Source: an optimization exercise on an open RTL-to-GDS flow (aim: small area). Production flows keep margins and buffers that such runs may drop. Only simulation tests tie the RTL to the original design; equivalence was not proved. Power figures rest on the tool's default switching activity, not on a simulated workload.

==> flow/design.v <==
module reg_file (
    input  logic        clk,
    input  logic [4:0]  ra_i,
    input  logic        ra_en_i,
    input  logic [4:0]  rb_i,
    input  logic        we_i,
    input  logic        clr_i,
    input  logic [4:0]  wa_i,
    input  logic [15:0] wd_i,
    output logic [15:0] rda_o,
    output logic [15:0] rdb_o
);
    logic [15:0] h0 [1:31];
    logic [15:0] h1 [1:31];
    always_ff @(posedge clk) begin
        for (int r = 1; r < 32; r++) begin
            h0[r] <= h1[r];
            h1[r] <= (clr_i || (we_i && wa_i == 5'(r))) ? wd_i : h0[r];
        end
    end
    always_comb begin
        rda_o = '0;
        rdb_o = '0;
        for (int r = 1; r < 32; r++) begin
            rda_o = rda_o | ({16{ra_en_i && ra_i == 5'(r)}} & h0[r]);
            rdb_o = rdb_o | ({16{rb_i == 5'(r)}} & h0[r]);
        end
    end
endmodule
module rv32i_core (
    input  logic        clk,
    input  logic        reset_i,
    input  logic        imem_ready_i,
    input  logic [31:0] imem_data_i,
    output logic [31:0] imem_addr_o,
    output logic        commit_valid_o,
    output logic [31:0] commit_pc_o,
    output logic [4:0]  commit_rd_o,
    output logic        commit_reg_write_o,
    output logic [31:0] commit_wdata_o,
    output logic        commit_mem_write_o,
    output logic [31:0] commit_store_addr_o,
    output logic [31:0] commit_store_data_o
);
    logic        ph;         
    logic        clr;        
    logic        irv;        
    logic        busy;       
    logic        pend;       
    logic [4:0]  prd;        
    logic        plt;        
    logic        carry;      
    logic        eqlo;       
    logic [31:7] ir;         
    logic [3:0]  iop;        
    logic        nop;        
    logic [29:0] pc;         
    logic [15:0] tmp;        
    logic [15:0] tmp2;       
    logic [6:0] f_opc;
    logic [2:0] f_f3;
    logic [6:0] f_f7;
    logic       f_legal;
    assign f_opc = imem_data_i[6:0];
    assign f_f3  = imem_data_i[14:12];
    assign f_f7  = imem_data_i[31:25];
    always_comb begin
        case (f_opc)
            7'b0110011: f_legal = (f_f7 == 7'b0000000 && (f_f3 == 3'b000 || f_f3 == 3'b111 ||
                                   f_f3 == 3'b110 || f_f3 == 3'b100 || f_f3 == 3'b010)) ||
                                  (f_f7 == 7'b0100000 && f_f3 == 3'b000);
            7'b0010011: f_legal = (f_f3 == 3'b000);
            7'b0110111: f_legal = 1'b1;
            7'b1100011: f_legal = (f_f3[2:1] == 2'b00);
            7'b1101111: f_legal = 1'b1;
            7'b0100011: f_legal = (f_f3 == 3'b010);
            default:    f_legal = 1'b0;
        endcase
    end
    logic is_op, is_addi, is_lui, is_br, is_jal, is_st;
    logic [2:0] f3;
    logic [4:0] rd;
    logic is_slt, is_logic, sub, wr_cls, rd_nz, sgn;
    assign is_op   = !iop[3] &&  iop[2] &&  iop[1] && !iop[0];
    assign is_addi = !iop[3] && !iop[2] &&  iop[1];
    assign is_lui  = !iop[3] &&  iop[2] &&  iop[1] &&  iop[0];
    assign is_br   =  iop[3] && !iop[0];
    assign is_jal  =  iop[3] &&  iop[0];
    assign is_st   = !iop[3] &&  iop[2] && !iop[1];
    assign f3       = ir[14:12];
    assign rd       = ir[11:7];
    assign sgn      = ir[31];
    assign is_slt   = is_op && f3 == 3'b010;
    assign is_logic = is_op && f3[2];
    assign sub      = is_op && ((f3 == 3'b000 && ir[30]) || f3 == 3'b010);
    assign wr_cls   = is_op || is_addi || is_lui || is_jal;
    assign rd_nz    = rd != 5'd0;
    logic [15:0] imm_lo, imm_hi, imm;
    always_comb begin
        if (is_lui) begin
            imm_lo = {ir[15:12], 12'b0};
            imm_hi = ir[31:16];
        end else if (is_jal) begin
            imm_lo = {ir[15:12], ir[20], ir[30:21], 1'b0};
            imm_hi = {{11{sgn}}, sgn, ir[19:16]};
        end else if (is_br) begin
            imm_lo = {{3{sgn}}, sgn, ir[7], ir[30:25], ir[11:8], 1'b0};
            imm_hi = {16{sgn}};
        end else if (is_st) begin
            imm_lo = {{4{sgn}}, ir[31:25], ir[11:7]};
            imm_hi = {16{sgn}};
        end else begin
            imm_lo = {{4{sgn}}, ir[31:20]};
            imm_hi = {16{sgn}};
        end
    end
    assign imm = ph ? imm_hi : imm_lo;
    logic [15:0] rda, rdb, rfa, rfb, wd;
    logic [4:0]  wa;
    logic        we, exec_lo, wr_lo, land, fwd_a, fwd_b;
    assign exec_lo = irv && !ph;
    assign wr_lo   = exec_lo && wr_cls && rd_nz && !is_slt;
    assign land    = pend && !ph && !wr_lo;
    assign we      = (wr_cls && rd_nz && busy) || wr_lo || land;
    assign wa      = land ? prd : rd;
    assign fwd_a   = pend && !ph && !is_lui && ir[19:15] == prd;
    assign fwd_b   = pend && !ph && ir[24:20] == prd;
    assign rda     = fwd_a ? {15'b0, plt} : rfa;
    assign rdb     = fwd_b ? {15'b0, plt} : rfb;
    reg_file u_rf (
        .clk     (clk),
        .ra_i    (ir[19:15]),
        .ra_en_i (!is_lui),
        .rb_i    (ir[24:20]),
        .we_i    (we),
        .clr_i   (clr),
        .wa_i    (wa),
        .wd_i    (wd),
        .rda_o   (rfa),
        .rdb_o   (rfb)
    );
    logic [29:0] pc4;
    logic [31:0] pc4b;
    logic [15:0] pch, opa, opb, res;
    logic [16:0] sum;
    logic        cin, lt, eq_half, taken;
    assign pc4  = pc + 30'd1;
    assign pc4b = {pc4, 2'b00};
    assign pch  = ph ? pc[29:14] : {pc[13:0], 2'b00};
    assign opa = (is_br || is_jal) ? pch : rda;
    assign opb = is_op ? rdb : imm;
    assign cin = ph ? carry : sub;
    assign sum = {1'b0, opa} + {1'b0, opb ^ {16{sub}}} + {16'b0, cin};
    always_comb begin
        if (is_logic) begin
            case (f3[1:0])
                2'b11:   res = opa & opb;
                2'b10:   res = opa | opb;
                default: res = opa ^ opb;
            endcase
        end else begin
            res = sum[15:0];
        end
    end
    assign lt = (opa[15] ^ opb[15]) ? opa[15] : sum[15];
    always_comb begin
        if (clr)         wd = 16'b0;
        else if (land)   wd = {15'b0, plt};
        else if (is_jal) wd = ph ? pc4b[31:16] : pc4b[15:0];
        else if (is_slt) wd = 16'b0;
        else             wd = res;
    end
    assign eq_half = (rda == rdb);
    assign taken   = is_jal || (is_br && ((eqlo && eq_half) ^ ir[12]));
    logic [29:0] tgt, npc;
    logic        ir_load;
    assign tgt     = {sum[15:0], tmp[15:2]};
    assign npc     = taken ? tgt : pc4;
    assign ir_load = imem_ready_i && (!irv || busy);
    assign imem_addr_o = {2'b00, busy ? npc : pc};
    always_ff @(posedge clk) begin
        if (reset_i) begin
            ph   <= 1'b0;
            clr  <= 1'b1;
            irv  <= 1'b0;
            busy <= 1'b0;
            pend <= 1'b0;
            pc   <= 30'd0;
        end else begin
            ph   <= !ph;
            clr  <= clr && !ph;
            busy <= irv && !ph;
            if (busy) irv <= ir_load;
            else if (!irv) irv <= ir_load;
            if (busy && is_slt && rd_nz) pend <= 1'b1;
            else if (land || (wr_lo && rd == prd)) pend <= 1'b0;
            if (busy) pc <= npc;
        end
    end
    always_ff @(posedge clk) begin
        if (ir_load) begin
            ir  <= {imem_data_i[31:12], f_legal ? imem_data_i[11:7] : 5'd0};
            iop <= f_legal ? {imem_data_i[6:4], imem_data_i[2]} : 4'b0010;
            nop <= !f_legal;
        end
    end
    always_ff @(posedge clk) begin
        carry <= sum[16];
        if (busy && is_slt) begin
            prd <= rd;
            plt <= lt;
        end
        eqlo  <= eq_half;
        tmp   <= res;
        tmp2  <= rdb;
    end
    logic [15:0] lo_part;
    always_comb begin
        if (is_jal)      lo_part = pc4b[15:0];
        else if (is_slt) lo_part = {15'b0, lt};
        else             lo_part = tmp;
    end
    assign commit_valid_o      = busy && !nop;
    assign commit_pc_o         = {pc, 2'b00};
    assign commit_rd_o         = rd;
    assign commit_reg_write_o  = wr_cls && rd_nz;
    assign commit_mem_write_o  = is_st;
    assign commit_wdata_o      = {wd, lo_part};
    assign commit_store_addr_o = {wd, lo_part};
    assign commit_store_data_o = {rdb, tmp2};
endmodule
==> flow/flow/run.sh <==
#!/bin/bash
# Layout flow: the standard flow (standard.sh), with these changes:
#  - synthesis maps the logic with an area-oriented ABC script (flow/abc_area.script);
#    registers are mapped before ABC runs, so they are the standard synthesis's;
#  - port buffers are the smallest buffer cell;
#  - clock tree: small clock buffers, larger sink clusters, no dummy loads.
# Each tool's output goes to a log file in this folder (flow_*.log) and under orfs/logs.
set -euo pipefail
here=$(pwd)
rm -rf "$here/scripts_copy"
cp -r "$FLOW_HOME/scripts" "$here/scripts_copy"
cp "$here/flow/abc_area.script" "$here/scripts_copy/abc_speed.script"
export SCRIPTS_DIR="$here/scripts_copy"
export BUFFER_PORTS_ARGS="-buffer_cell sky130_fd_sc_hd__buf_1"
export CTS_ARGS="-sink_clustering_enable -repair_clock_nets -dont_use_dummy_load -root_buf sky130_fd_sc_hd__clkbuf_16 -buf_list {sky130_fd_sc_hd__clkbuf_4 sky130_fd_sc_hd__clkbuf_8} -sink_clustering_buffer sky130_fd_sc_hd__clkbuf_4 -sink_clustering_size 10 -sink_clustering_max_diameter 40"
bash standard.sh synth > "$here/flow_synth.log" 2>&1
bash standard.sh > "$here/flow_layout.log" 2>&1
==> flow/flow/abc_area.script <==
&get -n
&st
&syn2
&dch
&nf -R 1000
&st
&dch
&nf -R 1000
&put
==> flow/standard.sh <==
#!/bin/bash
# synth_recipe.tcl (not shown) runs the flow's synth.tcl, then flattens the netlist and writes it again
# the make line also repeats each setting of config.mk as NAME=value (left out here)
make -C /OpenROAD-flow-scripts/flow DESIGN_CONFIG=/design/flow/config.mk WORK_HOME=/design/flow/orfs CLKGATE_MAP_FILE= SYNTH_SCRIPT=/design/flow/synth_recipe.tcl "${@:-finish}"
==> flow/config.mk <==
export PLATFORM = sky130hd
export DESIGN_NAME = rv32i_core
export DESIGN_NICKNAME = rv32i_core
export VERILOG_FILES = /design/flow/design.v
export SDC_FILE = /design/flow/constraint.sdc
export NUM_CORES = 4
export LEC_CHECK = 0
export CAP_MARGIN = 20
export CORE_MARGIN = 2
export CORE_UTILIZATION = 40
export SETUP_SLACK_MARGIN = 0.2
export SLEW_MARGIN = 20
==> flow/constraint.sdc <==
create_clock -name core_clock -period 8.0 [get_ports {clk}]
set_input_delay 1.6000 -clock core_clock [delete_from_list [all_inputs] [get_ports {clk}]]
set_output_delay 1.6000 -clock core_clock [all_outputs]
set_load 0.01 [all_outputs]
==> run notes, run 1 <==
largest net degree at the start of global routing=77; worst skew pair latency=0.73 ns; drt via density=~6.6; initial antenna violation count=2; WHS Endpoint=u_rf.h0[3][5]$_DFF_P_; Synth cell types=slightly below 60; DP Area=42600 sq um; CP arrival=6.23 ns; leakage dissipation=roughly 17 nW; Slew Viols, Final=0; WL/cell=approximately 35 um; post-DP HPWL=134000 um; Power Density=slightly above 200 nW/um^2; Setup Viol. Count Final=0; Max-Cap Viols=0; Register-to-Register Path Depth=21; worst hold margin=between 0.2 and 0.25 ns; Layout fillers=a little under 9000; Worst-Margin Slew=approximately 1.3 ns; grt ovf=0; setup_tns=0 ns; CTS buffer count=around 150; status=complete, no violations; CP endpoint kind=output port; Yosys reg bits=~1100; maximum clock path buffer count=3; total routed wirelength=184000 um; Synth area leader=dfxtp_1; Placed Cells incl. Taps=5045; CTS H-tree lvls=4; CP startpoint kind=register; clk sink count=about 1100; Pre-Repair DR Iteration Count=8; number of core rows=about 110; number of flops mapped to enable cells by yosys=36; hold_buf cts=0; GR Util All Layers=roughly 37%; first-pass GRT wire length=~250000 um; syn avg cell area=between 10 and 15 sq um; Area Overhead vs Synth=20.1%; met2 wire len=approximately 75000 um; met3 WL=approximately 24000 um; Worst Skew=~0.10 ns; WHS Path Cells=0; fmax=roughly 0.13 GHz; min Tclk post-route=roughly 7.8 ns; Top Metal Used=met5; I/O pin cnt=203; PortBufs=between 150 and 200; post-route cell area=roughly 45000 sq um; Synth async-reset ratio=0%; Clock transition at path regs=roughly 0.10 ns; Final #Nets=approximately 4000; Max VDD drop=about 0.12 mV; register area share after synthesis=about three fifths; Worst R2R Setup Slack=between 1.5 and 2 ns; CP Class=reg2out; M1 wire length=about 76000 um; Multi-input gate area=roughly 16000 sq um; Initial Utilization=between 40% and 50%; GP Congestion=1.04; worst r2r src=ir[20]$_DFFE_PP_; CTS tree=done; Post-synth top flop=dfxtp_1; vias in the first global route=around 31000; worst-case headroom to the max-slew limit=about 12%; worst path required time=around 6.4 ns; CTS root buf=clkbuf_16; Die H=about 310 um; Yosys top cell area share=around 56%; RSZ-0062 raised after global routing=yes; register area=between 20000 and 25000 sq um; layout cells sized above 1=a little under a fifth; fin crit share=97.9%; antenna viol nets, final=0; final hold viol count=0; hold wc startpoint=u_rf.h1[3][5]$_DFF_P_; Gate Count Post-Synth=approximately 3300; Die ar.=96700 sq um; Post-Syn Area=approximately 38000 sq um; Pwr Total=between 9 and 10 mW; drc violations=0; largest cells by area after synthesis=dfxtp_1 56%, a22o_1 13%, a22oi_1 4.7%; CORE AREA=slightly above 90000 sq um; Finished Layout Cells=between 5000 and 6000; RR Endpoint=u_rf.h1[2][14]$_DFF_P_; DRT iter0 DRCs=approximately 6000; class of the worst hold path=reg2reg; Synthesis Warnings=4; Worst Path Max Fanout=9; Vias=roughly 34000; Die Width=about 310 um
==> layout make-up <==
type                            instances  area share [%]
Tap cell                             1254            3.47
Inverter                               73           0.636
Clock buffer                          152            2.78
Timing Repair Buffer                  569            8.69
Antenna cell                            1         0.00553
Multi-Input combinational cell       2118            35.1
Sequential cell                      1097            49.3
==> flip-flops by register name, summed over array words and instances (netlist names) <==
| signal | flops |
|---|---|
| busy | 1 |
| carry | 1 |
| clr | 1 |
| eqlo | 1 |
| iop | 4 |
| ir | 25 |
| irv | 1 |
| nop | 1 |
| pc | 30 |
| pend | 1 |
| ph | 1 |
| plt | 1 |
| prd | 5 |
| tmp | 16 |
| tmp2 | 16 |
| u_rf.h0 | 496 |
| u_rf.h1 | 496 |
==> through the flow <==
stage / util, % / worst slack (ns)
6_report: 48.5 / 0.170
4_1_cts: 47.9 / 0.177
5_1_grt: 48.5 / -0.0621
2_1_floorplan: - / 0.0154
3_3_place_gp: 45.6 / -0.490
3_5_place_dp: 45.6 / -0.453
==> worst max-delay path: stages (launching register included) <==
cell       delay [ns]
edfxtp_1         0.49
nand2_2          0.16
buf_4            0.17
nor2_1           0.08
buf_4            0.20
buf_4            0.23
a222oi_1         0.32
nand3_1          0.12
a2111oi_0        0.61
a31oi_1          0.58
o22ai_1          0.48
xnor2_1          0.12
ha_1             0.39
a21oi_1          0.46
a31oi_4          0.15
xor2_2           0.17
mux2_4           0.28
a21oi_4          0.15
nor2_4           0.05
buf_12           0.16
buf_6            0.12
==> what timing repair did <==
item,CTS,global route
endpoints found under the setup margin,43,48
gates cloned,0,1
setup buffers,44,21
pin swaps,31,52
resized for setup,129,109
==> routing by layer <==
layer | up-vias | GRT usage, %
met5 | - | 0
met4 | 2 | 16.0
met3 | 402 | 10.3
met2 | 2653 | 52.0
met1 | 17000 | 51.9
li1 | 14400 | -
==> Yosys cell counts (10+ instances only) <==
cell type,number
a21oi_1,135
nor4_1,15
buf_4,41
dfxtp_1,1061
nand3_1,78
nor2b_1,48
edfxtp_1,36
a22o_1,541
ha_1,48
nor3_1,30
or3_1,10
nand4_1,31
o21ai_0,100
a31oi_1,10
a21o_1,23
nor2_1,196
clkinv_1,73
a21boi_0,16
a22oi_1,234
xnor2_1,44
nand2_1,171
a2111oi_0,13
a221oi_1,34
and2_0,12
a222oi_1,102
o22ai_1,77
xor2_1,28
nand2b_1,16
==> cells by family after synthesis <==
kind of cell             share of synthesized area, %
AND/OR/NAND/NOR                                  7.71
other                                         0.00995
XOR/XNOR                                         1.67
flip-flops                                       59.2
AO/OA/AOI/OAI                                    27.7
multiplexers                                    0.478
buffers and inverters                            1.54
adder cells (fa/ha/maj)                          1.70
==> how the worst max path moves through the flow <==
stage | depth (start not counted) | end | slack (ns) | start
floorplan | 27 | commit_wdata_o[31] | 0.02 | ir[16]$_DFFE_PP_
global placement | 30 | commit_store_addr_o[31] | -0.49 | iop[3]$_SDFFCE_PN0P_
detailed placement | 30 | commit_store_addr_o[31] | -0.45 | iop[3]$_SDFFCE_PN0P_
CTS | 35 | commit_wdata_o[28] | 0.18 | iop[3]$_SDFFCE_PN0P_
global route | 30 | commit_wdata_o[0] | -0.06 | ir[20]$_DFFE_PP_
finish | 20 | commit_wdata_o[30] | 0.17 | ir[20]$_DFFE_PP_
==> layout by cell type, fill, tap and decap left out, types with 16 or more instances in the layout <==
cell type,count
a21oi_1,124
a22o_1,541
ha_1,47
o22ai_1,76
a22oi_1,231
a222oi_1,102
nor2_2,59
xor2_1,26
nand2_1,160
xnor2_1,41
nor2_4,33
nor2b_1,47
buf_1,182
edfxtp_1,36
buf_4,331
a21o_1,23
clkinv_1,67
clkbuf_4,135
clkbuf_8,16
nor3_1,21
nand4_1,31
nor2_1,104
o21ai_0,77
dfxtp_1,1060
a221oi_1,28
nand3_1,67
buf_6,27
==> power by group <==
part           internal, mW  switching (mW)  total [mW]
Sequential             5.53          0.0385        5.57
Clock                 0.983            1.80        2.78
Combinational         0.312           0.709        1.02
Total                  6.83            2.55        9.37
==> inputs of run 2 (changes only) <==
--- a/flow/design.v
+++ b/flow/design.v
@@ -50,4 +50,5 @@
     logic [4:0]  prd;        
     logic        plt;        
+    logic        hz;         
     logic        carry;      
     logic        eqlo;       
@@ -116,16 +117,12 @@
     end
     assign imm = ph ? imm_hi : imm_lo;
-    logic [15:0] rda, rdb, rfa, rfb, wd;
+    logic [15:0] rda, rdb, wd, wdc;
     logic [4:0]  wa;
-    logic        we, exec_lo, wr_lo, land, fwd_a, fwd_b;
-    assign exec_lo = irv && !ph;
+    logic        we, exec_lo, wr_lo, land;
+    assign exec_lo = irv && !ph && !(hz && pend);
     assign wr_lo   = exec_lo && wr_cls && rd_nz && !is_slt;
     assign land    = pend && !ph && !wr_lo;
     assign we      = (wr_cls && rd_nz && busy) || wr_lo || land;
     assign wa      = land ? prd : rd;
-    assign fwd_a   = pend && !ph && !is_lui && ir[19:15] == prd;
-    assign fwd_b   = pend && !ph && ir[24:20] == prd;
-    assign rda     = fwd_a ? {15'b0, plt} : rfa;
-    assign rdb     = fwd_b ? {15'b0, plt} : rfb;
     reg_file u_rf (
         .clk     (clk),
@@ -137,6 +134,6 @@
         .wa_i    (wa),
         .wd_i    (wd),
-        .rda_o   (rfa),
-        .rdb_o   (rfb)
+        .rda_o   (rda),
+        .rdb_o   (rdb)
     );
     logic [29:0] pc4;
@@ -165,10 +162,9 @@
     assign lt = (opa[15] ^ opb[15]) ? opa[15] : sum[15];
     always_comb begin
-        if (clr)         wd = 16'b0;
-        else if (land)   wd = {15'b0, plt};
-        else if (is_jal) wd = ph ? pc4b[31:16] : pc4b[15:0];
-        else if (is_slt) wd = 16'b0;
-        else             wd = res;
-    end
+        if (is_jal)      wdc = ph ? pc4b[31:16] : pc4b[15:0];
+        else if (is_slt) wdc = 16'b0;
+        else             wdc = res;
+    end
+    assign wd = (clr || land) ? {15'b0, land && plt} : wdc;
     assign eq_half = (rda == rdb);
     assign taken   = is_jal || (is_br && ((eqlo && eq_half) ^ ir[12]));
@@ -190,5 +186,5 @@
             ph   <= !ph;
             clr  <= clr && !ph;
-            busy <= irv && !ph;
+            busy <= exec_lo;
             if (busy) irv <= ir_load;
             else if (!irv) irv <= ir_load;
@@ -200,4 +196,7 @@
     always_ff @(posedge clk) begin
         if (ir_load) begin
+            hz  <= (busy && is_slt && rd_nz)
+                   ? (imem_data_i[19:15] == rd  || imem_data_i[24:20] == rd)
+                   : (pend && (imem_data_i[19:15] == prd || imem_data_i[24:20] == prd));
             ir  <= {imem_data_i[31:12], f_legal ? imem_data_i[11:7] : 5'd0};
             iop <= f_legal ? {imem_data_i[6:4], imem_data_i[2]} : 4'b0010;
@@ -226,6 +225,6 @@
     assign commit_reg_write_o  = wr_cls && rd_nz;
     assign commit_mem_write_o  = is_st;
-    assign commit_wdata_o      = {wd, lo_part};
-    assign commit_store_addr_o = {wd, lo_part};
+    assign commit_wdata_o      = {wdc, lo_part};
+    assign commit_store_addr_o = {wdc, lo_part};
     assign commit_store_data_o = {rdb, tmp2};
 endmodule
==> run 2 against run 1 <==
Die area is 0.33% lower; non-clock buffer count shrank 122; combinational power up 21%; critical endpoint is now commit_store_addr_o[29]; largest cell class unchanged; sequential share of layout area increased by 1.8 points; wire length rose by 12%; sequential cell count is 1 higher; first-iteration DRC count rose by 19%; global-route usage grew 4.5 points; cell area fell by 3.5%; worst setup slack better by 0.10 ns; clock skew rose by 0.0037 ns.
==> run notes, run 2 <==
status=complete, no violations (unchanged); Final #Nets=3989 (was 4096); first-pass GRT wire length=276000 um (was 253000 um); layout cells sized above 1=15.0% (was 18.6%); worst hold margin=0.242 ns (was 0.247 ns); leakage dissipation=16.1 nW (was 17.0 nW); CP peak stage delay=0.53 ns (was 0.61 ns); cell mode on critical path=buf_4 (unchanged); Synth async-reset ratio=0% (unchanged); Area Overhead vs Synth=16.3% (was 20.1%); CP top delay family=simple AND/OR/NAND/NOR gates (was compound AO/OA/AOI/OAI gates); worst skew pair latency=0.75 ns (was 0.73 ns); Yosys reg bits=1098 (was 1097); initial antenna violation count=9 (was 2); largest net degree at the start of global routing=43 (was 77); class of the worst hold path=reg2reg (unchanged); syn avg cell area=11.2 sq um (was 11.3 sq um); Worst-Margin Slew=1.26 ns (was 1.31 ns); worst-path cell chain=buf_4 -> or3b_4 -> nor2_2 -> buf_4 -> a22oi_1 -> nand4_1 -> nor2_1 -> nand4_1 -> o211ai_1 -> buf_4 -> xor2_1 -> or2_1 -> and2_0 -> and3_1 -> nor2_2 -> or3_1 -> o211ai_1 -> a21oi_1 -> xnor2_1 -> nand2_1 -> o21ai_0 -> a21o_1 -> buf_1 (was nand2_2 -> buf_4 -> nor2_1 -> buf_4 -> buf_4 -> a222oi_1 -> nand3_1 -> a2111oi_0 -> a31oi_1 -> o22ai_1 -> xnor2_1 -> ha_1 -> a21oi_1 -> a31oi_4 -> xor2_2 -> mux2_4 -> a21oi_4 -> nor2_4 -> buf_12 -> buf_6); CP Class=reg2out (unchanged); fin crit share=96.6% (was 97.9%); Post-synth top flop=dfxtp_1 (unchanged); antenna viol nets, final=0 (unchanged); CTS root buf=clkbuf_16 (unchanged); min Tclk post-route=7.73 ns (was 7.83 ns); grt ovf=0 (unchanged); Max-Cap Viols=0 (unchanged); CP arrival=6.13 ns (was 6.23 ns); Clock transition at path regs=0.10 ns (about the same); worst path required time=6.40 ns (about the same); total routed wirelength=207000 um (was 184000 um); setup_tns=0 ns (unchanged); Worst Path Max Fanout=7 (was 9); drt via density=6.91 (was 6.55); I/O pin cnt=203 (unchanged); worst-case headroom to the max-slew limit=15.8% (was 12.2%); vias in the first global route=32700 (was 31400); number of core rows=112 (unchanged); Post-Syn Area=37600 sq um (was 37700 sq um); Power Density=222 nW/um^2 (was 207 nW/um^2); register area share after synthesis=59.5% (was 59.2%); hold_buf cts=0 (unchanged); clk sink count=1098 (was 1097); Vias=35700 (was 34500); Synthesis Warnings=4 (unchanged); top flop regs=u_rf.h0 x496, u_rf.h1 x496, pc x30 (unchanged); Pre-Repair DR Iteration Count=10 (was 8); fmax=0.129 GHz (was 0.128 GHz); Synth cell types=57 (was 58); post-DP HPWL=136000 um (was 134000 um); CP startpoint kind=register (unchanged); Synth area leader=dfxtp_1 (unchanged); RSZ-0062 raised after global routing=yes (unchanged); Initial Utilization=40.3% (was 40.4%); PortBufs=198 (unchanged); CTS tree=done (unchanged); Layout fillers=8883 (was 8801); Slew Viols, Final=0 (unchanged); drc violations=0 (unchanged); pre-CTS setup slack=0.397 ns (was -0.453 ns); largest cells by area after synthesis=dfxtp_1 57%, a22o_1 11%, a22oi_1 3.8% (was dfxtp_1 56%, a22o_1 13%, a22oi_1 4.7%); top-count cell post-synth=dfxtp_1 (unchanged); Core Util, Final=46.9% (was 48.5%); CTS buffer count=150 (was 152); commonest non-fill, non-tap cells in the layout=1058 x dfxtp_1, 485 x a22o_1, 237 x buf_4 (was 1060 x dfxtp_1, 541 x a22o_1, 331 x buf_4); number of flops mapped to enable cells by yosys=37 (was 36); Die Width=311 um (about the same); Setup Viol. Count Final=0 (unchanged); Die H=311 um (about the same); Worst Skew=0.108 ns (was 0.105 ns); Gate Count Post-Synth=3347 (was 3326); commonest non-fill, non-tap cell in the layout=dfxtp_1 (unchanged); post-route cell area=43700 sq um (was 45300 sq um); Die ar.=96400 sq um (was 96700 sq um); GR Util All Layers=41.2% (was 36.7%); Yosys top cell area share=56.5% (was 56.3%); maximum clock path buffer count=3 (unchanged); Synth top cells by count=1061 x dfxtp_1, 485 x a22o_1, 227 x nand2_1 (was 1061 x dfxtp_1, 541 x a22o_1, 234 x a22oi_1); CP endpoint kind=output port (unchanged); WL/cell=40.1 um (was 35.0 um); CORE AREA=93200 sq um (was 93300 sq um); DP Area=41700 sq um (was 42600 sq um); final hold viol count=0 (unchanged); final worst slack=0.270 ns (was 0.170 ns); DRT iter0 DRCs=7135 (was 6019); Slowest-stage cell, CP=edfxtp_1 (was a2111oi_0); Worst Path Buf+Inv=4 (was 5); Max VDD drop=0.178 mV (was 0.115 mV); CTS H-tree lvls=4 (unchanged); GP Congestion=1.05 (was 1.04)
-- run 2: metal layers --
metal / routed length, um / global-route usage (%)
met1: 81800 / 55.3
met2: 81600 / 56.5
met3: 29200 / 15.1
met4: 14600 / 23.9
met5: 0 / 0
-- run 2: layout make-up --
type	instances	area (sq um)	area share (%)
repair buffers	447	2720	6.22
well taps	1254	1570	3.59
diodes	8	20.0	0.0458
flip-flops and latches	1098	22400	51.2
clock buffers	150	1240	2.85
multi-input cells	2146	15500	35.6
inverters	66	248	0.567
-- run 2: worst register-to-register path: stages, from the launching register on --
cell	delay, ns
edfxtp_1	0.53
buf_4	0.20
or3b_4	0.46
nor2_2	0.52
buf_4	0.30
a22oi_1	0.09
nand4_1	0.13
nor2_1	0.05
nand4_1	0.34
o211ai_1	0.18
buf_4	0.19
xor2_1	0.19
or2_1	0.20
and2_0	0.25
and3_1	0.23
nor2_2	0.06
or3_1	0.37
o211ai_1	0.13
a21oi_1	0.15
xnor2_1	0.23
nand2_1	0.07
o21ai_0	0.15
a21o_1	0.21
buf_4	0.14
and2_1	0.18
buf_4	0.38
a22o_1	0.24
-- run 2: metrics by stage --
| stage | power (mW) | instances |
|---|---|---|
| after floorplan | 6.33 | 3350 |
| after global placement | 6.92 | 4973 |
| after detailed placement | 6.91 | 4974 |
| after CTS | 9.61 | 5134 |
| after global routing | 9.96 | 5161 |
| final | 9.69 | 5169 |
-- run 2: path summary, 6_finish.rpt --
path	cells past startpoint	slack (ns)	end	from
worst min register to register	0	0.24	u_rf.h0[19][15]$_DFF_P_	u_rf.h1[19][15]$_DFF_P_
worst max-delay path	23	0.27	commit_store_addr_o[29]	ir[23]$_DFFE_PP_
worst max register to register	26	1.74	u_rf.h1[28][13]$_DFF_P_	ir[23]$_DFFE_PP_
worst min-delay path	0	0.24	u_rf.h0[19][15]$_DFF_P_	u_rf.h1[19][15]$_DFF_P_
-- run 2: power by group --
part	internal (mW)	switching (mW)	total, mW
combinational	0.309	0.920	1.23
clock	0.972	1.82	2.79
sequential	5.58	0.0859	5.67
-- run 2: cell families after synthesis --
| logic type | synth area share (%) |
|---|---|
| compound gates | 26.6 |
| flops | 59.5 |
| mux | 0.133 |
| simple gates | 8.97 |
| fa+ha+maj | 1.52 |
| buf+inv | 1.48 |
| other cells | 0.00998 |
| xor+xnor | 1.84 |
-- run 2: what timing repair did --
action / in CTS / in global routing
pin swaps: 3 / 13
gates cloned: 0 / 1
endpoints found under the setup margin: 54 / 52
gates resized for setup: 46 / 51
buffers inserted: 10 / 25
==> inputs of run 3 (changes only) <==
--- a/flow/config.mk
+++ b/flow/config.mk
@@ -9,4 +9,4 @@
 export CORE_MARGIN = 2
 export CORE_UTILIZATION = 40
-export SETUP_SLACK_MARGIN = 0.2
+export SETUP_SLACK_MARGIN = 0.15
 export SLEW_MARGIN = 20
==> run 3 against run 2 <==
Still clean; global-route usage about the same; worst setup slack got worse by 0.044 ns; core utilization is 0.085 points lower; clock skew is 0.0031 ns lower; sequential share of layout area rose by 0.092 points; via count is 0.63% lower; die area did not move; critical path type unchanged; largest cell class unchanged; largest power group unchanged.
==> run notes, run 3 <==
GR Util All Layers=41.2% (about the same); initial antenna violation count=8 (was 9); status=complete, no violations (unchanged); fmax=0.129 GHz (about the same); post-DP HPWL=136000 um (unchanged); CP peak stage delay=0.53 ns (about the same); final hold viol count=0 (unchanged); number of core rows=112 (unchanged); number of flops mapped to enable cells by yosys=37 (unchanged); Area Overhead vs Synth=16.1% (was 16.3%); antenna viol nets, final=0 (unchanged); CTS root buf=clkbuf_16 (unchanged); CP arrival=6.17 ns (was 6.13 ns); vias in the first global route=32700 (about the same); Yosys reg bits=1098 (unchanged); final worst slack=0.226 ns (was 0.270 ns); commonest non-fill, non-tap cells in the layout=1058 x dfxtp_1, 485 x a22o_1, 236 x buf_4 (was 1058 x dfxtp_1, 485 x a22o_1, 237 x buf_4); CP startpoint kind=register (unchanged); Slew Viols, Final=0 (unchanged); Post-Syn Area=37600 sq um (unchanged); worst path required time=6.40 ns (about the same); leakage dissipation=16.0 nW (was 16.1 nW); Synthesis Warnings=4 (unchanged); Layout fillers=8891 (was 8883); Pre-Repair DR Iteration Count=15 (was 10); Max VDD drop=0.175 mV (was 0.178 mV); layout cells sized above 1=14.9% (was 15.0%); Vias=35500 (was 35700); I/O pin cnt=203 (unchanged); Power Density=222 nW/um^2 (about the same); worst-path cell chain=buf_4 -> nand3b_1 -> buf_4 -> nor2_4 -> buf_4 -> a22oi_1 -> nand2_1 -> a21oi_1 -> nand4_1 -> or3_1 -> buf_4 -> xnor2_2 -> nand4_1 -> nor4_2 -> buf_4 -> nand2_1 -> a21o_1 -> o21ai_4 -> clkinv_1 -> buf_12 -> o21a_1 -> a21oi_2 -> buf_1 (was buf_4 -> or3b_4 -> nor2_2 -> buf_4 -> a22oi_1 -> nand4_1 -> nor2_1 -> nand4_1 -> o211ai_1 -> buf_4 -> xor2_1 -> or2_1 -> and2_0 -> and3_1 -> nor2_2 -> or3_1 -> o211ai_1 -> a21oi_1 -> xnor2_1 -> nand2_1 -> o21ai_0 -> a21o_1 -> buf_1); worst-case headroom to the max-slew limit=14.1% (was 15.8%); Pwr Total=9.67 mW (was 9.69 mW); class of the worst hold path=reg2reg (unchanged); Synth top cells by count=1061 x dfxtp_1, 485 x a22o_1, 227 x nand2_1 (unchanged); drc violations=0 (unchanged); Gate Count Post-Synth=3347 (unchanged); CTS buffer count=150 (unchanged); Clock transition at path regs=0.10 ns (about the same); top-count cell post-synth=dfxtp_1 (unchanged); RSZ-0062 raised after global routing=no (was yes); Die ar.=96400 sq um (unchanged); largest net degree at the start of global routing=43 (unchanged); CORE AREA=93200 sq um (unchanged); worst hold margin=0.240 ns (was 0.242 ns); cell mode on critical path=buf_4 (unchanged); GP Congestion=1.05 (unchanged); CTS tree=done (unchanged); Post-synth top flop=dfxtp_1 (unchanged); pre-CTS setup slack=0.397 ns (unchanged); PortBufs=198 (unchanged); clk sink count=1098 (unchanged); hold wc startpoint=u_rf.h1[19][15]$_DFF_P_ (unchanged); syn avg cell area=11.2 sq um (unchanged); Die Width=311 um (unchanged); CP Class=reg2out (unchanged); Initial Utilization=40.3% (unchanged); CTS H-tree lvls=4 (unchanged); Synth area leader=dfxtp_1 (unchanged); first-pass GRT wire length=276000 um (about the same); Placed Cells incl. Taps=4974 (unchanged); fin crit share=97.2% (was 96.6%); Synth cell types=57 (unchanged); Synth async-reset ratio=0% (unchanged); WL/cell=39.9 um (was 40.1 um); Setup Viol. Count Final=0 (unchanged); total routed wirelength=206000 um (was 207000 um); setup_tns=0 ns (unchanged); Slowest-stage cell, CP=edfxtp_1 (unchanged); worst r2r src=ir[23]$_DFFE_PP_ (unchanged); worst skew pair latency=0.74 ns (was 0.75 ns); grt ovf=0 (unchanged); DRT iter0 DRCs=7514 (was 7135); register area share after synthesis=59.5% (unchanged); maximum clock path buffer count=3 (unchanged); Worst-Margin Slew=1.29 ns (was 1.26 ns); CP Launch Point=ir[23]$_DFFE_PP_ (unchanged); Die H=311 um (unchanged); Final #Nets=3983 (was 3989); Max-Cap Viols=0 (unchanged); commonest non-fill, non-tap cell in the layout=dfxtp_1 (unchanged); top flop regs=u_rf.h0 x496, u_rf.h1 x496, pc x30 (unchanged); drt via density=6.88 (was 6.91); min Tclk post-route=7.77 ns (was 7.73 ns); largest cells by area after synthesis=dfxtp_1 57%, a22o_1 11%, a22oi_1 3.8% (unchanged); hold_buf cts=0 (unchanged); Worst Path Max Fanout=16 (was 7); Finished Layout Cells=5160 (was 5169); CP endpoint kind=output port (unchanged); Worst Skew=0.105 ns (was 0.108 ns); Yosys top cell area share=56.5% (unchanged)
## run 3: repair_timing
action	in CTS	in global routing
gates resized for setup	40	55
endpoints found under the hold margin	0	0
pin swaps	3	11
buffers inserted	10	19
setup endpoints to repair	54	52
## run 3: layout make-up
class,count,area [sq um],share of cell area [%]
multi-input combinational,2145,15500,35.6
clock buffer,150,1240,2.85
timing repair buffer,442,2670,6.12
sequential,1098,22400,51.3
antenna,5,12.5,0.0287
inverter,66,248,0.568
tap,1254,1570,3.60
## run 3: critical path, delay by kind of cell, from the launching register on
kind	cells	cell delay [ns]
and+or+nand+nor	8	2.10
buffers and inverters	8	1.69
AOI/OAI and AO/OA	6	0.93
DFF	1	0.53
xor gates and xnor gates	1	0.16
## run 3: cells by family after synthesis
kind of cell / share of synthesized area [%]
compound gates: 26.6
flops: 59.5
simple gates: 8.97
buf+inv: 1.48
xor+xnor: 1.84
fa+ha+maj: 1.52
mux: 0.133
other cells: 0.00998
## run 3: power by group
group,switching (mW),internal [mW]
registers,0.0874,5.58
logic,0.914,0.311
clock network,1.80,0.972
## run 3: worst paths after layout
check	slack [ns]	cells after the start	end
setup / recovery	0.23	23	imem_addr_o[21]
hold / removal	0.24	0	u_rf.h0[19][15]$_DFF_P_
setup reg to reg	1.72	25	u_rf.h1[28][13]$_DFF_P_
hold reg to reg	0.24	0	u_rf.h0[19][15]$_DFF_P_
## run 3: metrics by stage
| stage | util (%) | instance area, sq um |
|---|---|---|
| finish | 46.8 | 43600 |
| global route | 46.8 | 43600 |
| CTS | 46.4 | 43200 |
| detailed placement | 44.8 | 41700 |
| global placement | 44.8 | 41700 |
| floorplan | - | 37600 |
## run 3: per-layer routing
metal	up-vias	wire length [um]	part of all wire [%]	GRT usage [%]
li1	14200	-	-	-
met1	17600	81800	40	55.4
met2	3062	81500	40	56.4
met3	694	28800	14	14.9
met4	0	13900	6.7	24.1
met5	-	0	0	0
==> inputs of run 4 (changes only) <==
--- a/flow/flow/run.sh
+++ b/flow/flow/run.sh
@@ -13,5 +13,5 @@
 export SCRIPTS_DIR="$here/scripts_copy"
 export BUFFER_PORTS_ARGS="-buffer_cell sky130_fd_sc_hd__buf_1"
-export CTS_ARGS="-sink_clustering_enable -repair_clock_nets -dont_use_dummy_load -root_buf sky130_fd_sc_hd__clkbuf_16 -buf_list {sky130_fd_sc_hd__clkbuf_4 sky130_fd_sc_hd__clkbuf_8} -sink_clustering_buffer sky130_fd_sc_hd__clkbuf_4 -sink_clustering_size 10 -sink_clustering_max_diameter 40"
+export CTS_ARGS="-sink_clustering_enable -repair_clock_nets -dont_use_dummy_load -buf_list {sky130_fd_sc_hd__clkbuf_8} -sink_clustering_size 16 -sink_clustering_max_diameter 50"
 bash standard.sh synth > "$here/flow_synth.log" 2>&1
 bash standard.sh > "$here/flow_layout.log" 2>&1
--- a/flow/config.mk
+++ b/flow/config.mk
@@ -9,4 +9,4 @@
 export CORE_MARGIN = 2
 export CORE_UTILIZATION = 40
-export SETUP_SLACK_MARGIN = 0.15
+export SETUP_SLACK_MARGIN = 0.2
 export SLEW_MARGIN = 20
==> run 4 against run 3 <==
Clock skew increased by 0.021 ns; hold slack improved by 0.0067 ns; power increased by 2.2%; sequential cell count unchanged; register-to-register slack improved by 0.15 ns; largest power group unchanged; highest routed layer unchanged.
==> run notes, run 4 <==
CP top delay family=simple AND/OR/NAND/NOR gates (unchanged); Post-Syn Area=37600 sq um (unchanged); commonest non-fill, non-tap cells in the layout=1058 x dfxtp_1, 485 x a22o_1, 232 x buf_4 (was 1058 x dfxtp_1, 485 x a22o_1, 236 x buf_4); Vias=35300 (was 35500); DP Area=41700 sq um (unchanged); RSZ-0062 raised after global routing=no (unchanged); CTS root buf=clkbuf_8 (was clkbuf_16); largest net degree at the start of global routing=43 (unchanged); final hold viol count=0 (unchanged); commonest non-fill, non-tap cell in the layout=dfxtp_1 (unchanged); Die Width=311 um (unchanged); Combinational Power Share=12.5% (was 12.7%); final worst slack=0.251 ns (was 0.226 ns); number of core rows=112 (unchanged); vias in the first global route=32300 (was 32700); DRT iter0 DRCs=7100 (was 7514); CTS buffer count=106 (was 150); PortBufs=198 (unchanged); Worst Path Buf+Inv=3 (was 8); Synth async-reset ratio=0% (unchanged); total routed wirelength=207000 um (was 206000 um); largest cells by area after synthesis=dfxtp_1 57%, a22o_1 11%, a22oi_1 3.8% (unchanged); CTS tree=done (unchanged); worst-path cell chain=buf_2 -> or3b_4 -> nor2_2 -> buf_4 -> a222oi_1 -> nand4_1 -> or3_1 -> o21ai_0 -> xor2_1 -> ha_1 -> nand2_1 -> or3_1 -> o211ai_1 -> a21oi_2 -> xnor2_1 -> nand2_1 -> o21ai_0 -> a21o_1 -> buf_1 (was buf_4 -> nand3b_1 -> buf_4 -> nor2_4 -> buf_4 -> a22oi_1 -> nand2_1 -> a21oi_1 -> nand4_1 -> or3_1 -> buf_4 -> xnor2_2 -> nand4_1 -> nor4_2 -> buf_4 -> nand2_1 -> a21o_1 -> o21ai_4 -> clkinv_1 -> buf_12 -> o21a_1 -> a21oi_2 -> buf_1); post-DP HPWL=136000 um (unchanged); Worst Skew=0.126 ns (was 0.105 ns); CP startpoint kind=register (unchanged); Gate Count Post-Synth=3347 (unchanged); CORE AREA=93200 sq um (unchanged); clk sink count=1098 (unchanged); min Tclk post-route=7.75 ns (was 7.77 ns); drt via density=6.89 (was 6.88); Post-synth top flop=dfxtp_1 (unchanged); grt ovf=0 (unchanged); Yosys reg bits=1098 (unchanged); Synthesis Warnings=4 (unchanged); drc violations=0 (unchanged); Flop pwr share=57.4% (was 58.6%); Worst Path Max Fanout=8 (was 16); antenna viol nets, final=0 (unchanged); Slew Viols, Final=0 (unchanged); Worst-Margin Slew=1.25 ns (was 1.29 ns); status=complete, no violations (unchanged); Pre-Repair DR Iteration Count=12 (was 15); Max VDD drop=0.173 mV (was 0.175 mV); Clock Power Share=30.2% (was 28.7%); layout cells sized above 1=14.0% (was 14.9%); Power Density=225 nW/um^2 (was 222 nW/um^2); hold_buf cts=0 (unchanged); fin crit share=96.9% (was 97.2%); P_int=7.06 mW (was 6.87 mW); Final #Nets=3939 (was 3983); number of flops mapped to enable cells by yosys=37 (unchanged); Layout fillers=8821 (was 8891); Multi-input gate area=15500 sq um (about the same); pre-CTS setup slack=0.397 ns (unchanged); Initial Utilization=40.3% (unchanged); register area share after synthesis=59.5% (unchanged); top flop regs=u_rf.h0 x496, u_rf.h1 x496, pc x30 (unchanged); I/O pin cnt=203 (unchanged); CP peak stage delay=0.51 ns (was 0.53 ns); Synth cell types=57 (unchanged); first-pass GRT wire length=275000 um (was 276000 um); GR Util All Layers=41.1% (was 41.2%); register area=22400 sq um (unchanged); Area Overhead vs Synth=16.7% (was 16.1%); initial antenna violation count=11 (was 8); CP endpoint kind=output port (unchanged); leakage dissipation=16.1 nW (was 16.0 nW); Yosys top cell area share=56.5% (unchanged); Synth area leader=dfxtp_1 (unchanged); Slowest-stage cell, CP=nor2_2 (was edfxtp_1); setup_tns=0 ns (unchanged); Die ar.=96400 sq um (unchanged); class of the worst hold path=reg2reg (unchanged); Psw=2.82 mW (was 2.80 mW); Clock transition at path regs=0.07 ns (was 0.10 ns); GP Congestion=1.05 (unchanged); CP Class=reg2out (unchanged); worst skew pair latency=0.86 ns (was 0.74 ns); CP arrival=6.15 ns (was 6.17 ns); WL/cell=40.4 um (was 39.9 um); post-route cell area=43900 sq um (was 43600 sq um); worst path required time=6.40 ns (about the same); Max-Cap Viols=0 (unchanged); Setup Viol. Count Final=0 (unchanged); top-count cell post-synth=dfxtp_1 (unchanged); Synth top cells by count=1061 x dfxtp_1, 485 x a22o_1, 227 x nand2_1 (unchanged); maximum clock path buffer count=3 (unchanged); CTS H-tree lvls=3 (was 4); syn avg cell area=11.2 sq um (unchanged); worst-case headroom to the max-slew limit=16.3% (was 14.1%); fmax=0.129 GHz (about the same); Die H=311 um (unchanged); Sw Share=28.5% (was 29.0%)
[run 4: timing repair]
action                     CTS  global route
pin swaps                    5            15
buffers inserted            10            19
resized for setup           52            50
gates cloned                 0             1
setup endpoints to repair   56            52
[run 4: metrics by stage]
stage               hold slack (ns)  util [%]  total power, mW  cells
floorplan                     0.310         -             6.33   3350
global placement              0.310      44.8             6.92   4973
detailed placement            0.312      44.8             6.91   4974
CTS                           0.243      46.6             9.80   5090
global route                  0.240      47.0             10.1   5113
finish                        0.247      47.1             9.88   5119
[run 4: power groups by stage]
stage / Combinational, mW / Sequential (mW) / Clock [mW]
2_1_floorplan: 0.571 / 5.76 / 0
3_3_place_gp: 1.13 / 5.79 / 0
3_5_place_dp: 1.12 / 5.79 / 0
4_1_cts: 1.14 / 5.67 / 2.99
5_1_grt: 1.26 / 5.67 / 3.20
6_report: 1.23 / 5.67 / 2.98
[run 4: worst paths after layout]
check | cells past startpoint | from | slack, ns | end
worst min-delay path | 0 | u_rf.h1[2][3]$_DFF_P_ | 0.25 | u_rf.h0[2][3]$_DFF_P_
worst max-delay path | 19 | ir[22]$_DFFE_PP_ | 0.25 | commit_store_addr_o[29]
worst max register to register | 22 | ir[22]$_DFFE_PP_ | 1.87 | u_rf.h1[5][13]$_DFF_P_
worst min register to register | 0 | u_rf.h1[2][3]$_DFF_P_ | 0.25 | u_rf.h0[2][3]$_DFF_P_
[run 4: worst reg2reg max path: stages, from the launching register on]
cell and delay [ns]:
edfxtp_1 0.49, buf_2 0.25, or3b_4 0.47, nor2_2 0.51, buf_4 0.37, a222oi_1 0.15, nand4_1 0.11, or3_1 0.44
o21ai_0 0.33, xor2_1 0.24, ha_1 0.43, nand2_1 0.12, or3_1 0.36, o211ai_1 0.15, a21oi_2 0.12, xnor2_1 0.23
nand2_1 0.08, o21ai_0 0.15, a21o_1 0.21, buf_4 0.13, and2_1 0.17, buf_4 0.37, a22o_1 0.25
[run 4: cell families (layout without fill, tap and decap cells)]
family | count (synthesis) | count (layout) | synth area share, %
buffers and inverters | 107 | 613 | 1.48
flip-flops | 1098 | 1098 | 59.5
XOR/XNOR | 79 | 79 | 1.84
adder cells (fa/ha/maj) | 45 | 45 | 1.52
AND/OR/NAND/NOR | 726 | 727 | 8.97
multiplexers | 5 | 5 | 0.133
AO/OA/AOI/OAI | 1286 | 1286 | 26.6
other | 1 | 12 | 0.00998
[run 4: final cells by class]
| type | count | share of cell area (%) |
|---|---|---|
| inverters | 66 | 0.565 |
| diodes | 8 | 0.0457 |
| multi-input cells | 2146 | 35.5 |
| repair buffers | 441 | 6.04 |
| clock buffers | 106 | 3.33 |
| flip-flops and latches | 1098 | 51.0 |
| well taps | 1254 | 3.58 |
[run 4: layer usage]
metal,part of all wire [%],GRT usage (%),up-vias
met3,14,14.6,697
met4,6.8,22.5,0
met5,0,0,-
met1,40,55.5,17500
li1,-,-,14000
met2,40,56.7,2991
==> inputs of run 5 (changes only) <==
--- a/flow/config.mk
+++ b/flow/config.mk
@@ -9,4 +9,5 @@
 export CORE_MARGIN = 2
 export CORE_UTILIZATION = 40
-export SETUP_SLACK_MARGIN = 0.2
+export PLACE_DENSITY = 0.7
+export SETUP_SLACK_MARGIN = 0.1
 export SLEW_MARGIN = 20
==> run 5 against run 4 <==
Clock power hardly changed; clock-buffer cell count is 1 lower; highest routed layer is now met5; critical path depth is 1 higher; critical endpoint is now imem_addr_o[29].
==> run notes, run 5 <==
status=complete, no violations (unchanged); first-pass GRT wire length=276000 um (was 275000 um); Synth Area in Simple Gates=8.97% (unchanged); Pwr Total=9.87 mW (was 9.88 mW); largest cells by area after synthesis=dfxtp_1 57%, a22o_1 11%, a22oi_1 3.8% (unchanged); Post-synth top flop=dfxtp_1 (unchanged); Combinational Power Share=12.2% (was 12.5%); Slew Viols, Final=0 (unchanged); Die H=311 um (unchanged); total routed wirelength=207000 um (about the same); Sw Share=28.6% (was 28.5%); Worst Path Buf+Inv=6 (was 3); CP arrival=6.28 ns (was 6.15 ns); CP endpoint kind=output port (unchanged); CTS H-tree lvls=3 (unchanged); CTS buffer count=105 (was 106); WL/cell=40.5 um (was 40.4 um); Flop pwr share=57.6% (was 57.4%); Slowest-stage cell, CP=edfxtp_1 (was nor2_2); Worst Path Max Fanout=21 (was 8); syn avg cell area=11.2 sq um (unchanged); number of core rows=112 (unchanged); class of the worst hold path=reg2reg (unchanged); final hold viol count=0 (unchanged); worst-path cell chain=nand3b_1 -> buf_4 -> nor2_2 -> buf_4 -> a22o_1 -> a21oi_1 -> and4_1 -> nand4_1 -> buf_4 -> xor2_1 -> nand4_1 -> nor4_2 -> nand2_1 -> a21o_1 -> o21ai_4 -> clkinv_1 -> buf_12 -> a21oi_1 -> a22o_1 -> buf_1 (was buf_2 -> or3b_4 -> nor2_2 -> buf_4 -> a222oi_1 -> nand4_1 -> or3_1 -> o21ai_0 -> xor2_1 -> ha_1 -> nand2_1 -> or3_1 -> o211ai_1 -> a21oi_2 -> xnor2_1 -> nand2_1 -> o21ai_0 -> a21o_1 -> buf_1); vias in the first global route=33100 (was 32300); Synth cell types=57 (unchanged); WHS Path Cells=0 (unchanged); XOR/XNOR Fraction of Synth Area=1.84% (unchanged); worst skew pair latency=0.84 ns (was 0.86 ns); Initial Utilization=40.3% (unchanged); min Tclk post-route=7.88 ns (was 7.75 ns); CP peak stage delay=0.57 ns (was 0.51 ns); Die ar.=96400 sq um (unchanged); GR Util All Layers=41.1% (about the same); CP Class=reg2out (unchanged); Yosys reg bits=1098 (unchanged); Synth Area in Compound Gates=26.6% (unchanged); drc violations=0 (unchanged); Synth Area in Adders=1.52% (unchanged); initial antenna violation count=12 (was 11); CP top delay family=simple AND/OR/NAND/NOR gates (unchanged); Final #Nets=3943 (was 3939); hold_buf cts=0 (unchanged); Core Util, Final=47.1% (about the same); fin crit share=98.6% (was 96.9%); Die Width=311 um (unchanged); commonest non-fill, non-tap cell in the layout=dfxtp_1 (unchanged); combinational family with the most area after synthesis=compound AO/OA/AOI/OAI gates (unchanged); Max-Cap Viols=0 (unchanged); Worst-Margin Slew=1.27 ns (was 1.25 ns); Area Overhead vs Synth=16.8% (was 16.7%); register area share after synthesis=59.5% (unchanged); grt ovf=0 (unchanged); pre-CTS setup slack=0.571 ns (was 0.397 ns); GP Congestion=1.06 (was 1.05); antenna viol nets, final=0 (unchanged); top flop regs=u_rf.h0 x496, u_rf.h1 x496, pc x30 (unchanged); Power Density=225 nW/um^2 (about the same); RR Endpoint=u_rf.h1[11][9]$_DFF_P_ (was u_rf.h1[5][13]$_DFF_P_); worst r2r src=ir[22]$_DFFE_PP_ (unchanged); CORE AREA=93200 sq um (unchanged); CTS root buf=clkbuf_8 (unchanged); Register-to-Register Path Depth=21 (was 22); multiplexer area fraction after synthesis=0.133% (unchanged); Gate Count Post-Synth=3347 (unchanged); Synth async-reset ratio=0% (unchanged); RSZ-0062 raised after global routing=yes (was no); Worst R2R Setup Slack=1.72 ns (was 1.87 ns); worst path required time=6.40 ns (about the same); Post-Syn Area=37600 sq um (unchanged); Synth area leader=dfxtp_1 (unchanged); Vias=35600 (was 35300); DRT iter0 DRCs=7239 (was 7100); Clock Power Share=30.2% (about the same); fmax=0.127 GHz (was 0.129 GHz); number of flops mapped to enable cells by yosys=37 (unchanged); cell mode on critical path=buf_4; CP startpoint kind=register (unchanged); Layout fillers=8663 (was 8821); PortBufs=198 (unchanged); leakage dissipation=16.1 nW (about the same); worst-case headroom to the max-slew limit=15.0% (was 16.3%); top-count cell post-synth=dfxtp_1 (unchanged); setup_tns=0 ns (unchanged); Psw=2.82 mW (about the same); CTS tree=done (unchanged); I/O pin cnt=203 (unchanged); P_int=7.05 mW (was 7.06 mW); commonest non-fill, non-tap cells in the layout=1060 x dfxtp_1, 485 x a22o_1, 236 x buf_4 (was 1058 x dfxtp_1, 485 x a22o_1, 232 x buf_4); largest net degree at the start of global routing=43 (unchanged); Yosys top cell area share=56.5% (unchanged); final worst slack=0.116 ns (was 0.251 ns); hold wc startpoint=u_rf.h1[25][0]$_DFF_P_ (was u_rf.h1[2][3]$_DFF_P_); Pre-Repair DR Iteration Count=12 (unchanged); Worst Skew=0.144 ns (was 0.126 ns); layout cells sized above 1=13.8% (was 14.0%); Setup Viol. Count Final=0 (unchanged); drt via density=6.96 (was 6.89); Synthesis Warnings=4 (unchanged); maximum clock path buffer count=3 (unchanged); post-DP HPWL=136000 um (about the same); WHS Endpoint=u_rf.h0[25][0]$_DFF_P_ (was u_rf.h0[2][3]$_DFF_P_); clk sink count=1098 (unchanged); Clock transition at path regs=0.08 ns (was 0.07 ns); Synth top cells by count=1061 x dfxtp_1, 485 x a22o_1, 227 x nand2_1 (unchanged); Max VDD drop=0.173 mV (about the same)
[run 5: changes by cell type in the layout (fill, tap and decap cells not counted), moves of 3 or more]
cell and change:
and2_0 +4, and2_1 -3, buf_12 +4, buf_4 +4, nor2_2 -6, nor2_4 +6
o21ai_0 -3, or4_1 +3, or4_4 -3
[run 5: logic make-up after synthesis]
logic type | Yosys count
XOR/XNOR | 79
AND/OR/NAND/NOR | 726
other | 1
adder cells (fa/ha/maj) | 45
AO/OA/AOI/OAI | 1286
buffers and inverters | 107
flip-flops | 1098
multiplexers | 5
[run 5: worst reg2reg max path, stage by stage (launching register included)]
cell,delay (ns)
edfxtp_1,0.57
nand3b_1,0.35
buf_4,0.25
nor2_2,0.57
buf_4,0.47
a22o_1,0.22
a21oi_1,0.04
and4_1,0.17
nand4_1,0.33
o21ai_0,0.26
xor2_1,0.22
ha_1,0.43
nand2_1,0.12
or3_1,0.35
o211ai_1,0.17
xor2_1,0.28
a21oi_1,0.14
o21ai_1,0.30
buf_4,0.18
and2_0,0.12
buf_4,0.36
a22o_1,0.24
[run 5: cell type report]
class	instances	area, sq um	area share [%]
Antenna cell	9	22.5	0.0513
Clock buffer	105	1450	3.29
Inverter	66	251	0.573
Multi-Input combinational cell	2146	15500	35.4
Sequential cell	1098	22400	50.9
Tap cell	1254	1570	3.57
Timing Repair Buffer	446	2730	6.22
[run 5: layer usage]
layer  up-vias  GRT usage (%)  wire length, um
li1      14000              -                -
met1     17500           52.8            79300
met2      3168           58.3            83900
met3       911           14.5            27500
met4        16           26.2            16400
met5         -          0.840              261
[run 5: worst max-delay path by stage]
stage,to,slack [ns],start,cells past startpoint
6_report,imem_addr_o[29],0.12,ir[22]$_DFFE_PP_,20
5_1_grt,commit_store_addr_o[28],0.06,ir[22]$_DFFE_PP_,25
4_1_cts,commit_store_addr_o[0],0.11,ir[24]$_DFFE_PP_,20
3_5_place_dp,commit_wdata_o[30],0.57,iop[1]$_SDFFCE_PN1P_,24
3_3_place_gp,commit_store_addr_o[30],0.56,iop[1]$_SDFFCE_PN1P_,26
2_1_floorplan,commit_wdata_o[31],0.29,iop[3]$_SDFFCE_PN0P_,24
[run 5: what timing repair did]
action / CTS / global route
endpoints found under the setup margin: 52 / 52
gates resized for setup: 29 / 63
setup buffers: 6 / 26
gates cloned: 0 / 1
pin swaps: 5 / 17
[run 5: stage by stage]
step	hold WS [ns]	cell area, sq um	cells
finish	0.231	43900	5124
global route	0.255	43900	5118
CTS	0.227	43400	5086
detailed placement	0.312	41800	4975
global placement	0.309	41800	4975
floorplan	0.310	37600	3350
[run 5: power groups by stage]
| stage | Clock, mW | Combinational [mW] | Sequential [mW] |
|---|---|---|---|
| after floorplan | 0 | 0.571 | 5.76 |
| after detailed placement | 0 | 1.10 | 5.81 |
| after global placement | 0 | 1.10 | 5.81 |
| final | 2.98 | 1.20 | 5.69 |
| after CTS | 2.98 | 1.12 | 5.68 |
| after global routing | 3.17 | 1.23 | 5.69 |

[afterwards: timing with drivers on the ports]
No port has a modelled driver above. Below, the same layouts with a new extraction and two added sets of constraints.
Step 1, drivers: a clkbuf_16 drives clk and a buf_2 each remaining input, both assumed.
Step 2 adds t to the input delays and takes it off the output delays; t is the mean of the earliest and latest rising clock arrival at the registers after step 1. Input paths then give back, and output paths get back, about the clock's delay inside the block.
Slacks: ideal / step 1 / step 2; pairs: ideal / step 1.
| run | t, ns | setup WS [ns] | worst setup path at the end |
|---|---|---|---|
| run 1 | 0.746 | 0.170 / 0.104 / 0.850 | register to output |
| run 2 | 0.763 | 0.270 / 0.199 / 0.962 | register to output |
| run 3 | 0.755 | 0.226 / 0.154 / 0.909 | register to output |
| run 4 | 0.861 | 0.251 / 0.183 / 1.044 | register to output |
| run 5 | 0.832 | 0.116 / 0.054 / 0.886 | register to output |
After both steps every run listed still meets setup and hold.
